This is an optimization exercise on Yosys and OpenROAD, whose aim is small area, a short achievable clock period and few clock cycles per item, not a production implementation. In this exercise RTL edits were held to simulation tests only and were not proved equivalent to the original. No activity file was given, so power comes from the tool's default toggle rates.

==> design.v <==
package bfl_pkg;
  localparam int unsigned MAX_NAME_BYTES_DEF = 16;
  localparam int unsigned OFFSET_BITS_DEF    = 24;
  localparam int unsigned OUT_OFS_W  = 24;
  localparam int unsigned NAME_IDX_W = 5;
  localparam logic [1:0] REG_NAME_LOW  = 2'd0;
  localparam logic [1:0] REG_NAME_HIGH = 2'd1;
  localparam logic [1:0] REG_NAME_LEN  = 2'd2;
  localparam logic [1:0] ST_FOUND     = 2'd0;
  localparam logic [1:0] ST_NOT_FOUND = 2'd1;
  localparam logic [1:0] ST_BAD_TYPE  = 2'd2;
  localparam logic [1:0] ST_TRUNCATED = 2'd3;
  localparam logic [7:0] SZ_LEN  = 8'h80;
  localparam logic [7:0] SZ_LEN4 = 8'h84;
  localparam logic [7:0] SZ_LEN5 = 8'h85;
  localparam logic [7:0] SZ_NONE = 8'hff;
  localparam logic [7:0] TYPE_STRING  = 8'd2;
  localparam logic [7:0] TYPE_BINDATA = 8'd5;
  localparam logic [7:0] TYPE_REGEX   = 8'd11;
  localparam logic [7:0] TYPE_DBREF   = 8'd12;
  localparam logic [7:0] TYPE_CODE    = 8'd13;
  localparam logic [7:0] TYPE_SYMBOL  = 8'd14;
  localparam logic [7:0] TYPE_CWS     = 8'd15;
  typedef enum logic [3:0] {
    PH_HEADER = 4'd0,
    PH_TYPE   = 4'd1,
    PH_NAME   = 4'd2,
    PH_LENGTH = 4'd3,
    PH_SKIP   = 4'd4,
    PH_REGEX1 = 4'd5,
    PH_REGEX2 = 4'd6,
    PH_IDLE   = 4'd7
  } phase_t;
  function automatic logic [7:0] size_code(input logic [7:0] t);
    logic [7:0] z;
    case (t)
      8'd0, 8'd6, 8'd10, 8'd127, 8'd255: z = 8'd0;
      8'd1, 8'd9, 8'd17, 8'd18:          z = 8'd8;
      8'd2:                              z = SZ_LEN4;
      8'd3, 8'd4:                        z = SZ_LEN;
      8'd5:                              z = SZ_LEN5;
      8'd7:                              z = 8'd12;
      8'd8:                              z = 8'd1;
      8'd16:                             z = 8'd4;
      default:                           z = SZ_NONE;
    endcase
    size_code = z;
  endfunction
  function automatic logic signed [5:0] length_adjust(input logic [7:0] t);
    logic signed [5:0] a;
    case (t)
      TYPE_STRING, TYPE_CODE, TYPE_SYMBOL: a = 6'sd0;
      TYPE_BINDATA:                        a = 6'sd1;
      TYPE_DBREF:                          a = 6'sd12;
      default:                             a = -6'sd4;
    endcase
    length_adjust = a;
  endfunction
endpackage
module bson_field_locator #(
  parameter int unsigned MAX_NAME_BYTES = bfl_pkg::MAX_NAME_BYTES_DEF,
  parameter int unsigned OFFSET_BITS    = bfl_pkg::OFFSET_BITS_DEF
) (
  input  logic                 clk,
  input  logic                 rst,
  input  logic                 in_valid,
  output logic                 in_ready,
  input  logic [7:0]           doc_byte,
  input  logic                 doc_last,
  output logic                 out_valid,
  input  logic                 out_ready,
  output logic [1:0]           status,
  output logic [bfl_pkg::OUT_OFS_W-1:0] element_offset,
  output logic [7:0]           element_type,
  output logic [bfl_pkg::OUT_OFS_W-1:0] value_offset,
  input  logic                 cfg_valid,
  output logic                 cfg_ready,
  input  logic [1:0]           cfg_index,
  input  logic [63:0]          cfg_data
);
  localparam logic [bfl_pkg::NAME_IDX_W-1:0] MAX_IDX = bfl_pkg::NAME_IDX_W'(MAX_NAME_BYTES);
  logic [63:0]           target_name_low;
  logic [63:0]           target_name_high;
  logic [bfl_pkg::NAME_IDX_W-1:0] target_name_length;
  bfl_pkg::phase_t                 phase, phase_next;
  logic [OFFSET_BITS-1:0] byte_position;
  logic [OFFSET_BITS-1:0] element_start, element_start_next;
  logic [7:0]             current_type, current_type_next;
  logic [bfl_pkg::NAME_IDX_W-1:0]  name_index, name_index_next;
  logic                   name_mismatch, name_mismatch_next;
  logic [3:0][7:0]        length_accumulator, length_accumulator_next;
  logic [31:0]            skip_remaining, skip_remaining_next;
  logic                   result_sent;
  logic                   in_fire;
  logic [OFFSET_BITS-1:0] pos_inc;
  logic [bfl_pkg::NAME_IDX_W-1:0]  len_eff;
  logic [15:0][7:0]       tgt_arr;
  logic                   name_match;
  logic [7:0]             code;
  logic                   len_type;
  logic [31:0]            len_val;
  logic signed [5:0]      len_adj;
  logic [33:0]            len_sum;
  logic [31:0]            skip_len;
  logic                   emit;
  logic [1:0]             emit_status;
  logic                   emit_found;
  logic [OFFSET_BITS+bfl_pkg::OUT_OFS_W-1:0] start_ext;
  logic [OFFSET_BITS+bfl_pkg::OUT_OFS_W-1:0] value_ext;
  assign in_fire   = in_valid && in_ready;
  assign in_ready  = !out_valid || out_ready;
  assign cfg_ready = 1'b1;
  assign pos_inc   = byte_position + OFFSET_BITS'(1);
  always_ff @(posedge clk) begin
    if (rst) begin
      target_name_low    <= '0;
      target_name_high   <= '0;
      target_name_length <= bfl_pkg::NAME_IDX_W'(1);
    end else if (cfg_valid && cfg_ready) begin
      case (cfg_index)
        bfl_pkg::REG_NAME_LOW:  target_name_low    <= cfg_data;
        bfl_pkg::REG_NAME_HIGH: target_name_high   <= cfg_data;
        bfl_pkg::REG_NAME_LEN:  target_name_length <= cfg_data[bfl_pkg::NAME_IDX_W-1:0];
        default: ;
      endcase
    end
  end
  assign len_eff    = (target_name_length > MAX_IDX) ? MAX_IDX : target_name_length;
  assign tgt_arr    = {target_name_high, target_name_low};
  assign name_match = !name_mismatch && (name_index == len_eff);
  assign code       = bfl_pkg::size_code(current_type);
  assign len_type   = (code != bfl_pkg::SZ_NONE) ||
                      (current_type >= bfl_pkg::TYPE_DBREF && current_type <= bfl_pkg::TYPE_CWS);
  assign len_val    = {doc_byte, length_accumulator[2], length_accumulator[1],
                       length_accumulator[0]};
  assign len_adj    = bfl_pkg::length_adjust(current_type);
  assign len_sum    = {{2{len_val[31]}}, len_val} + {{28{len_adj[5]}}, len_adj};
  assign skip_len   = len_sum[33] ? 32'd0 : (len_sum[32] ? 32'hffff_ffff : len_sum[31:0]);
  always_comb begin
    phase_next = phase;
    if (!result_sent) begin
      case (phase)
        bfl_pkg::PH_HEADER: if (byte_position >= OFFSET_BITS'(3)) phase_next = bfl_pkg::PH_TYPE;
        bfl_pkg::PH_TYPE:   phase_next = (doc_byte == 8'd0) ? bfl_pkg::PH_IDLE : bfl_pkg::PH_NAME;
        bfl_pkg::PH_NAME: begin
          if (doc_byte == 8'd0 && !doc_last) begin
            if (name_match) phase_next = bfl_pkg::PH_IDLE;
            else if (!code[7]) phase_next = (code == 8'd0) ? bfl_pkg::PH_TYPE : bfl_pkg::PH_SKIP;
            else if (len_type) phase_next = bfl_pkg::PH_LENGTH;
            else if (current_type == bfl_pkg::TYPE_REGEX) phase_next = bfl_pkg::PH_REGEX1;
            else phase_next = bfl_pkg::PH_IDLE;
          end
        end
        bfl_pkg::PH_LENGTH: begin
          if (name_index[1:0] == 2'd3) phase_next = (skip_len == 32'd0) ? bfl_pkg::PH_TYPE : bfl_pkg::PH_SKIP;
        end
        bfl_pkg::PH_SKIP:   if (skip_remaining <= 32'd1) phase_next = bfl_pkg::PH_TYPE;
        bfl_pkg::PH_REGEX1: if (doc_byte == 8'd0) phase_next = bfl_pkg::PH_REGEX2;
        bfl_pkg::PH_REGEX2: if (doc_byte == 8'd0) phase_next = bfl_pkg::PH_TYPE;
        default: ;
      endcase
    end
    if (doc_last) phase_next = bfl_pkg::PH_HEADER;
  end
  always_comb begin
    emit        = 1'b0;
    emit_status = bfl_pkg::ST_NOT_FOUND;
    emit_found  = 1'b0;
    if (!result_sent) begin
      if (phase == bfl_pkg::PH_TYPE && doc_byte == 8'd0) begin
        emit = 1'b1;
      end else if (phase == bfl_pkg::PH_NAME && doc_byte == 8'd0 && !doc_last) begin
        if (name_match) begin
          emit        = 1'b1;
          emit_status = bfl_pkg::ST_FOUND;
          emit_found  = 1'b1;
        end else if (code[7] && !len_type && current_type != bfl_pkg::TYPE_REGEX) begin
          emit        = 1'b1;
          emit_status = bfl_pkg::ST_BAD_TYPE;
        end
      end
      if (!emit && doc_last) begin
        emit        = 1'b1;
        emit_status = (phase == bfl_pkg::PH_TYPE) ? bfl_pkg::ST_NOT_FOUND : bfl_pkg::ST_TRUNCATED;
      end
    end
  end
  always_comb begin
    element_start_next      = element_start;
    current_type_next       = current_type;
    name_index_next         = name_index;
    name_mismatch_next      = name_mismatch;
    length_accumulator_next = length_accumulator;
    skip_remaining_next     = skip_remaining;
    if (!result_sent) begin
      case (phase)
        bfl_pkg::PH_TYPE: begin
          if (doc_byte != 8'd0) begin
            element_start_next = byte_position;
            current_type_next  = doc_byte;
            name_index_next    = '0;
            name_mismatch_next = 1'b0;
          end
        end
        bfl_pkg::PH_NAME: begin
          if (doc_byte != 8'd0) begin
            if (name_index >= len_eff || doc_byte != tgt_arr[name_index[3:0]]) begin
              name_mismatch_next = 1'b1;
            end
            if (name_index <= MAX_IDX) name_index_next = name_index + bfl_pkg::NAME_IDX_W'(1);
          end else if (!doc_last && !name_match) begin
            if (!code[7]) begin
              skip_remaining_next = {24'd0, code};
            end else if (len_type) begin
              length_accumulator_next = '0;
              name_index_next         = '0;
            end
          end
        end
        bfl_pkg::PH_LENGTH: begin
          length_accumulator_next[name_index[1:0]] = doc_byte;
          if (name_index[1:0] == 2'd3) begin
            name_index_next     = '0;
            skip_remaining_next = skip_len;
          end else begin
            name_index_next = name_index + bfl_pkg::NAME_IDX_W'(1);
          end
        end
        bfl_pkg::PH_SKIP: begin
          if (skip_remaining != 32'd0) skip_remaining_next = skip_remaining - 32'd1;
        end
        default: ;
      endcase
    end
  end
  always_ff @(posedge clk) begin
    if (rst) begin
      phase              <= bfl_pkg::PH_HEADER;
      byte_position      <= '0;
      element_start      <= '0;
      current_type       <= '0;
      name_index         <= '0;
      name_mismatch      <= 1'b0;
      length_accumulator <= '0;
      skip_remaining     <= '0;
      result_sent        <= 1'b0;
    end else if (in_fire) begin
      phase <= phase_next;
      if (doc_last) begin
        byte_position      <= '0;
        element_start      <= '0;
        current_type       <= '0;
        name_index         <= '0;
        name_mismatch      <= 1'b0;
        length_accumulator <= '0;
        skip_remaining     <= '0;
        result_sent        <= 1'b0;
      end else begin
        byte_position      <= pos_inc;
        element_start      <= element_start_next;
        current_type       <= current_type_next;
        name_index         <= name_index_next;
        name_mismatch      <= name_mismatch_next;
        length_accumulator <= length_accumulator_next;
        skip_remaining     <= skip_remaining_next;
        result_sent        <= result_sent || emit;
      end
    end
  end
  assign start_ext = {{bfl_pkg::OUT_OFS_W{1'b0}}, element_start};
  assign value_ext = {{bfl_pkg::OUT_OFS_W{1'b0}}, pos_inc};
  always_ff @(posedge clk) begin
    if (rst) begin
      out_valid <= 1'b0;
    end else if (in_fire && emit) begin
      out_valid <= 1'b1;
    end else if (out_ready) begin
      out_valid <= 1'b0;
    end
  end
  always_ff @(posedge clk) begin
    if (in_fire && emit) begin
      status         <= emit_status;
      element_offset <= emit_found ? start_ext[bfl_pkg::OUT_OFS_W-1:0] : '0;
      element_type   <= emit_found ? current_type : 8'd0;
      value_offset   <= emit_found ? value_ext[bfl_pkg::OUT_OFS_W-1:0] : '0;
    end
  end
endmodule
==> run.sh <==
#!/bin/bash
# synth_recipe.tcl (not shown) runs the flow's synth.tcl, then flattens the netlist and writes it again
# the make line also repeats each setting of config.mk as NAME=value (left out here)
make -C /OpenROAD-flow-scripts/flow DESIGN_CONFIG=/design/flow/config.mk WORK_HOME=/design/flow/orfs CLKGATE_MAP_FILE= SYNTH_SCRIPT=/design/flow/synth_recipe.tcl finish
==> config.mk <==
export PLATFORM = sky130hd
export DESIGN_NAME = bson_field_locator
export DESIGN_NICKNAME = bson_field_locator
export VERILOG_FILES = /design/flow/design.v
export SDC_FILE = /design/flow/constraint.sdc
export NUM_CORES = 4
export LEC_CHECK = 0
export CAP_MARGIN = 20
export CORE_MARGIN = 2
export CORE_UTILIZATION = 40
export SLEW_MARGIN = 20
==> constraint.sdc <==
create_clock -name core_clock -period 5.0 [get_ports {clk}]
set_input_delay 1.0000 -clock core_clock [delete_from_list [all_inputs] [get_ports {clk}]]
set_output_delay 1.0000 -clock core_clock [all_outputs]
set_load 0.01 [all_outputs]
==> notes.md <==
[metal layers]
metal	track usage	vias to the layer above	part of all wire
met3	0.0302	73	0.050
met5	0	-	0
met2	0.375	444	0.48
met1	0.307	7311	0.45
met4	0.0638	0	0.022
li1	-	7350	-
[worst paths after layout]
kind	startpoint	endpoint	slack, ps	cells past startpoint
setup reg to reg	current_type[5]$_SDFFE_PP0P_	phase[2]$_SDFFE_PP0P_	340	15
hold / removal	element_start[1]$_SDFFE_PP0P_	element_start[1]$_SDFFE_PP0P_	450	2
hold reg to reg	element_start[1]$_SDFFE_PP0P_	element_start[1]$_SDFFE_PP0P_	450	2
setup / recovery	current_type[5]$_SDFFE_PP0P_	phase[2]$_SDFFE_PP0P_	340	15
[where the power goes]
part | leakage [uW] | internal [uW] | switching [uW] | total [uW]
clock network | 0.000637 | 1740 | 1120 | 2850
logic | 0.00396 | 279 | 431 | 710
registers | 0.00261 | 2630 | 34.9 | 2670
total | 0.00721 | 4650 | 1580 | 6230
[critical path, cell delays in order, from the launching register on]
cell and delay [ps]:
dfxtp_1 330, or3_1 430, nor2_1 170, nand2_1 120, buf_12 180, ha_1 390
and2_1 260, and3_1 200, a221o_1 350, or3_1 340, a21oi_1 140, or4b_1 430
or4_4 550, nor4b_2 280, o22a_1 230, a31oi_1 100
[final cells by class]
type / instances / area, sq um / share of cell area
inverters: 26 / 97.6 / 0.00487
flip-flops and latches: 314 / 6870 / 0.343
well taps: 532 / 666 / 0.0332
clock buffers: 47 / 1030 / 0.0516
clock inverters: 21 / 264 / 0.0132
multi-input cells: 1513 / 9210 / 0.459
repair buffers: 202 / 1900 / 0.0950
[stage by stage]
stage	cell area, sq um	cells	power, uW	hold slack (ps)	setup slack (ps)
3_3_place_gp	18700	2587	3420	438	350
4_1_cts	20000	2655	6270	447	257
5_1_grt	20000	2655	6440	463	45.4
2_1_floorplan	16700	1993	3130	427	153
6_report	20000	2655	6230	446	335
3_5_place_dp	18700	2587	3420	439	285
[state kept, by name, summed over array words and instances, names as in the netlist]
name                flops
target_name_high       64
target_name_low        64
skip_remaining         32
byte_position          24
element_offset         24
element_start          24
length_accumulator     24
value_offset           24
current_type            8
element_type            8
name_index              5
target_name_length      5
phase                   3
status                  2
name_mismatch           1
out_valid               1
result_sent             1
[kinds of logic (layout without fill, tap and decap cells)]
logic type | count (synthesis) | in the layout | share of synthesized area
other cells | 1 | 1 | 0.000225
mux | 55 | 55 | 0.0593
flops | 314 | 314 | 0.411
simple gates | 805 | 805 | 0.221
fa+ha+maj | 45 | 45 | 0.0337
xor+xnor | 70 | 70 | 0.0367
compound gates | 537 | 537 | 0.198
buf+inv | 166 | 296 | 0.0399
[synthesized netlist by cell type, drive strengths merged (36+ instances only)]
cell type / number / area [sq um]
nand2: 402 / 1510
a21oi: 263 / 1320
dfxtp: 256 / 5120
nor2: 139 / 522
clkbuf: 117 / 459
o21ai: 87 / 435
edfxtp: 58 / 1740
ha: 45 / 563
nand4: 44 / 275
and2: 42 / 263
xor2: 37 / 324
a22o: 36 / 315
==> impl_metrics.csv <==
group,metric,value,unit
status,status,"finished clean",
die,num_rows,74,
global_route,grt.total_usage,0.226,
critical_path,crit_path_end_kind,"flip-flop",
route,wirelength,49800,microns
timing,slew_headroom,0.274,
placed_design,dp_hpwl,34700,microns
clock_tree,cts-root-buf,"clkbuf_16",
die,core,41000,sq um
layout,nNetsFinal,2220,
synthesis,synthArstFlopShare,0,
clock_tree,path_clk_slew,60,ps
timing,rsz0062_at_grt,"no",
die,pin_count,141,
power_and_ir_drop,p_leak,0.00721,uW
synthesis,syn-num-nets,2118,
timing,hold_violations,0,
route,dr.pass1.iters,7,
route,final_antenna_net_count,0,
timing,setup_tns,0,ps
clock_tree,ctsResizeCount,0,
placed_design,gp_congestion,0.910,
placed_design,io_buffers,139,
timing,slew_violations,0,
route,drt-initial-drc-count,1346,
global_route,grt-ovfl-total,0,
timing,skew,35.3,ps
clock_tree,clk_path_buf_depth,3,
timing,layout_worst_path_cycle_share,0.933,
timing,worstMarginPinSlew,1090,ps
clock_tree,numClockSinks,314,
layout,drive_gt1_frac,0.0914,
route,route.detailed.drc,0,
worst_hold_path,hp-class,"reg2reg",
synthesis,ys_seq_area_frac,0.411,
route,vias_per_cell,5.72,
route,wl_per_cell,18.8,microns
die,die_x,208,microns
global_route,antenna_found_initial,0,
layout,area_growth,20.0,%
critical_path,crit_required,5390,ps
clock_tree,cts_hold_buffers,0,
synthesis,synth_cell_types,82,
global_route,grt_max_degree,167,
clock_tree,cts_buffers,38,
route,vias,15200,
timing,clock.fmax,0.214,GHz
clock_tree,cts_setup_buffers,0,
power_and_ir_drop,power_density,311,nW/um^2
layout,fin_util,0.489,
synthesis,synth_warnings,1,
timing,finalSetupViolCount,0,
die,start_util,0.407,
layout,final_cell_mix,"nand2_1 (402), a21oi_1 (261), dfxtp_1 (255)",
synthesis,synth_area_per_cell,8.38,sq um
global_route,grt_first_pass_wirelength,79400,microns
layout,diodes,0,
job,maxCapViolCount,0,
timing,post-route-min-period,4660,ps
global_route,grt_pass1_vias,14400,
clock_tree,tritoncts,"built",
layout,fillerInstances,3959,
synthesis,syn_inst,1993,
synthesis,synth-seq-cells,314,
clock_tree,htreeDepth,2,
synthesis,ys.flop_type,"dfxtp_1",
critical_path,cp.arrival,5060,ps
clock_tree,worstSkewPairLatency,560,ps
die,die_height,208,microns
power_and_ir_drop,peakVddDrop,0.221,mV
critical_path,startpoint_type,"flip-flop",
critical_path,setup.worst_path.class,"reg2reg",
synthesis,synth_edf_count,58,
critical_path,cp_max_fo,28,
layout,layout_commonest_cell,"nand2_1",
die,die_area,43400,sq um
synthesis,synth_area,16700,sq um
Testbench counts, summed over its fixed seeds: cycles 48,411, items 48,258.

re-timing with driven ports:
In the flow no input, the clock included, has a driving cell. The finished layout below was timed again as built, in two steps.
Step 1, drivers: a clkbuf_16 drives clk and a buf_2 each remaining input, both assumed.
Step 2 times the ports against the registers' clock, not the clock port: input delays grow and output delays shrink by t, the midpoint of the rising clock arrivals with the driver on.
Three values: ideal ports, drivers, drivers and shift; two values: the first two.
t, ns: 0.596
slack for setup (ns): 0.335 / 0.335 / 0.335
worst hold slack (ns): 0.446 / 0.446 / 0.446
worst data-port slew with drivers (ns): 0.06
cell pins on the clock port's net: 1
After both steps setup and hold are still met in this run. For this run, drivers alone change the setup slack by 0.000 ns; drivers and shift together by 0.000 ns.
